What follows belongs to an exercise in optimizing a design on an open flow for small area and a short achievable clock period; a production flow would make more cautious choices. Where RTL was checked, it was by simulation tests only, not by an equivalence proof against the original.

Setup of job 4173:
// store_buffer_fwd
module store_buffer_fwd #(
    parameter int SB_DEPTH = 8,
    parameter int TAG_W    = 5,
    parameter int ADDR_W   = 32
) (
    input  logic                      clk,
    input  logic                      rst,
    input  logic                      alloc_valid,
    output logic                      alloc_ready,
    input  logic [TAG_W-1:0]          alloc_rob_tag,
    input  logic [ADDR_W-1:0]         alloc_addr,
    input  logic [31:0]               alloc_wdata,
    input  logic [3:0]                alloc_wmask,
    input  logic                      commit_valid,
    input  logic [TAG_W-1:0]          commit_rob_tag,
    output logic                      commit_err,
    input  logic                      flush,
    output logic                      dmem_req_valid,
    input  logic                      dmem_req_ready,
    output logic [ADDR_W-1:0]         dmem_addr,
    output logic [31:0]               dmem_wdata,
    output logic [3:0]                dmem_wmask,
    input  logic                      dmem_resp,
    input  logic [ADDR_W-1:0]         ld_addr,
    input  logic [3:0]                ld_rmask,
    output logic [3:0]                fwd_mask,
    output logic [31:0]               fwd_data,
    output logic [$clog2(SB_DEPTH):0] count,
    output logic                      empty,
    output logic                      full
);
    localparam int N  = SB_DEPTH;
    localparam int CW = $clog2(SB_DEPTH) + 1;
    localparam int WA = ADDR_W - 2;
    logic [TAG_W-1:0] tag_r  [N];
    logic [WA-1:0]    addr_r [N];
    logic [31:0]      data_r [N];
    logic [3:0]       mask_r [N];
    logic [N-1:0] valid_r, comm_r;
    logic [N-1:0] valid_nxt_s, comm_nxt_s;
    logic req_r, wait_r;
    logic commit_err_r;
    logic [N-1:0] old_s;     
    logic [N-1:0] unc_s;     
    logic [N-1:0] shift_s;   
    logic         any_unc_s, two_comm_s;
    logic         full_s, alloc_fire_s, commit_ok_s, pop_s, wr_s;
  ...
Size: roughly 2,100 cells after synthesis, ~590 flip-flops, ~230 I/O pins, ~28,000 sq um of cells after synthesis.
==> module sb_fwd_pick, before the edit <==
module sb_fwd_pick #(
    parameter int N = 8
) (
    input  logic [N-1:0]    match_n,
    input  logic [3:0]      ld_rmask,
    input  logic [N*32-1:0] data,
    input  logic [N*4-1:0]  mask,
    output logic [3:0]      fwd_mask,
    output logic [31:0]     fwd_data
);
    always_comb begin
        logic [N-1:0] hit_v, sel_v;
        logic         seen_v;
        logic [7:0]   byte_v;
        for (int b = 0; b < 4; b++) begin
            seen_v = 1'b0;
            for (int j = 0; j < N; j++) begin
                hit_v[j] = ~match_n[j] & mask[j*4+b];
                sel_v[j] = hit_v[j] & ~seen_v;
                seen_v   = seen_v | hit_v[j];
            end
            byte_v = '0;
            for (int j = 0; j < N; j++) byte_v = byte_v | ({8{sel_v[j]}} & data[j*32+8*b +: 8]);
            fwd_mask[b]        = ld_rmask[b] & seen_v;
            fwd_data[8*b +: 8] = byte_v;
        end
    end
endmodule
clock: 9.0 ns
lec_check: 0
cap_margin: 20
core_margin: 2
core_utilization: 60
cts_cluster_diameter: 60
cts_cluster_size: 30
place_density: 0.7
setup_slack_margin: 3
slew_margin: 20
synth_hierarchical: 1
synth_minimum_keep_size: 0
standard.sh (not shown) runs the stock make flow with config.mk's settings and CLKGATE_MAP_FILE= SYNTH_SCRIPT=/design/flow/synth_recipe.tcl, a recipe that flattens the netlist after the stock synthesis.
==> flow/flow/run.sh <==
#!/bin/bash
# Standard layout, with the ports buffered by the smallest plain buffer
# (the resizer upsizes the ones on critical paths). Full tool output goes
# to flow_standard.log in the work folder.
set -euo pipefail
export BUFFER_PORTS_ARGS="-buffer_cell sky130_fd_sc_hd__buf_1"
bash standard.sh finish > flow_standard.log 2>&1
Input-level comparison between job 3135 and job 4173:
-- flow/design.v --
<<< job 4173, line 270
    output logic [31:0]     fwd_data
);
    always_comb begin
        logic [N-1:0] hit_v, sel_v;
        logic         seen_v;
        logic [7:0]   byte_v;
        for (int b = 0; b < 4; b++) begin
            seen_v = 1'b0;
            for (int j = 0; j < N; j++) begin
                hit_v[j] = ~match_n[j] & mask[j*4+b];
                sel_v[j] = hit_v[j] & ~seen_v;
                seen_v   = seen_v | hit_v[j];
            end
            byte_v = '0;
            for (int j = 0; j < N; j++) byte_v = byte_v | ({8{sel_v[j]}} & data[j*32+8*b +: 8]);
            fwd_mask[b]        = ld_rmask[b] & seen_v;
            fwd_data[8*b +: 8] = byte_v;
        end
    end
endmodule
>>> job 3135, line 270
    output logic [31:0]     fwd_data
);
    for (genvar b = 0; b < 4; b++) begin : g_lane
        logic [N-1:0] m_s, sel_s;
        logic         any_s;
        for (genvar j = 0; j < N; j++) begin : g_m
            assign m_s[j] = mask[j*4+b];
        end
        sb_sel_first #(.N(N)) u_sel (.match_n(match_n), .en(m_s), .sel(sel_s), .any(any_s));
        assign fwd_mask[b] = ld_rmask[b] & any_s;
        for (genvar i = 0; i < 8; i++) begin : g_bit
            logic [N-1:0] d_s;
            for (genvar j = 0; j < N; j++) begin : g_d
                assign d_s[j] = data[j*32 + 8*b + i];
            end
            sb_and_or #(.N(N)) u_ao (.sel(sel_s), .d(d_s), .y(fwd_data[8*b + i]));
        end
    end
endmodule
module sb_sel_first #(
    parameter int N = 8
) (
    input  logic [N-1:0] match_n,
    input  logic [N-1:0] en,
    output logic [N-1:0] sel,
    output logic         any
);
    always_comb begin
        logic seen_v;
        seen_v = 1'b0;
        for (int j = 0; j < N; j++) begin
            sel[j] = ~match_n[j] & en[j] & ~seen_v;
            seen_v = seen_v | (~match_n[j] & en[j]);
        end
        any = seen_v;
    end
endmodule
module sb_and_or #(
    parameter int N = 8
) (
    input  logic [N-1:0] sel,
    input  logic [N-1:0] d,
    output logic         y
);
    assign y = |(sel & d);
endmodule
--- outcome ---
- Comparing job 3135 against job 4173, there is no change at all in pin count of the biggest net entering global routing.
- Re buffer share of cell area: job 3135 is 1.0 points down on job 4173.
- Of job 3135 and job 4173, job 4173 shows the higher final area, with job 3135 below it.
- Where synthesized area is concerned, job 4173 is outperformed by job 3135.
- Number of buffers inserted to repair setup after CTS in job 3135 is 35 lower than in job 4173
- Across both runs, placed instance count was lower for job 3135 than for job 4173.
- In job 3135 relative to job 4173, count of non-CTS buffers in the layout had gone down by more than 10%.
- Looking at number of antenna violations at the first check in global routing, job 3135 sits 2 higher than job 4173 does.
No functional check of the RTL was part of job 4173.

## separate check: timing with driven ports
Ports are ideal in the flow. The routed layouts listed here were re-timed in OpenROAD. Step 1 sets driving cells, clkbuf_16 on the clock port and buf_2 on the other inputs (assumed; they add their load-dependent delay and slew). Step 2 adds t to the input delays and takes it off the output delays; t is the mean of the earliest and latest rising clock arrival at the registers after step 1. Input paths then give back, and output paths get back, about the clock's delay inside the block. Slacks: ideal ports / drivers / drivers and shift; pairs: ideal ports / drivers.
run	shift t [ns]	setup slack, ns	latest minus earliest clock arrival (ns)	worst register clock-pin slew, ns
job 4173	0.660	2.965 / 2.936 / 2.743	0.026 / 0.026	0.11 / 0.11
job 3135	0.654	3.037 / 2.976 / 2.976	0.042 / 0.042	0.10 / 0.10
After both steps setup and hold are still met in every run listed. For job 4173, which loses most, drivers alone change the setup slack by -0.029 ns; drivers and shift together by -0.222 ns.
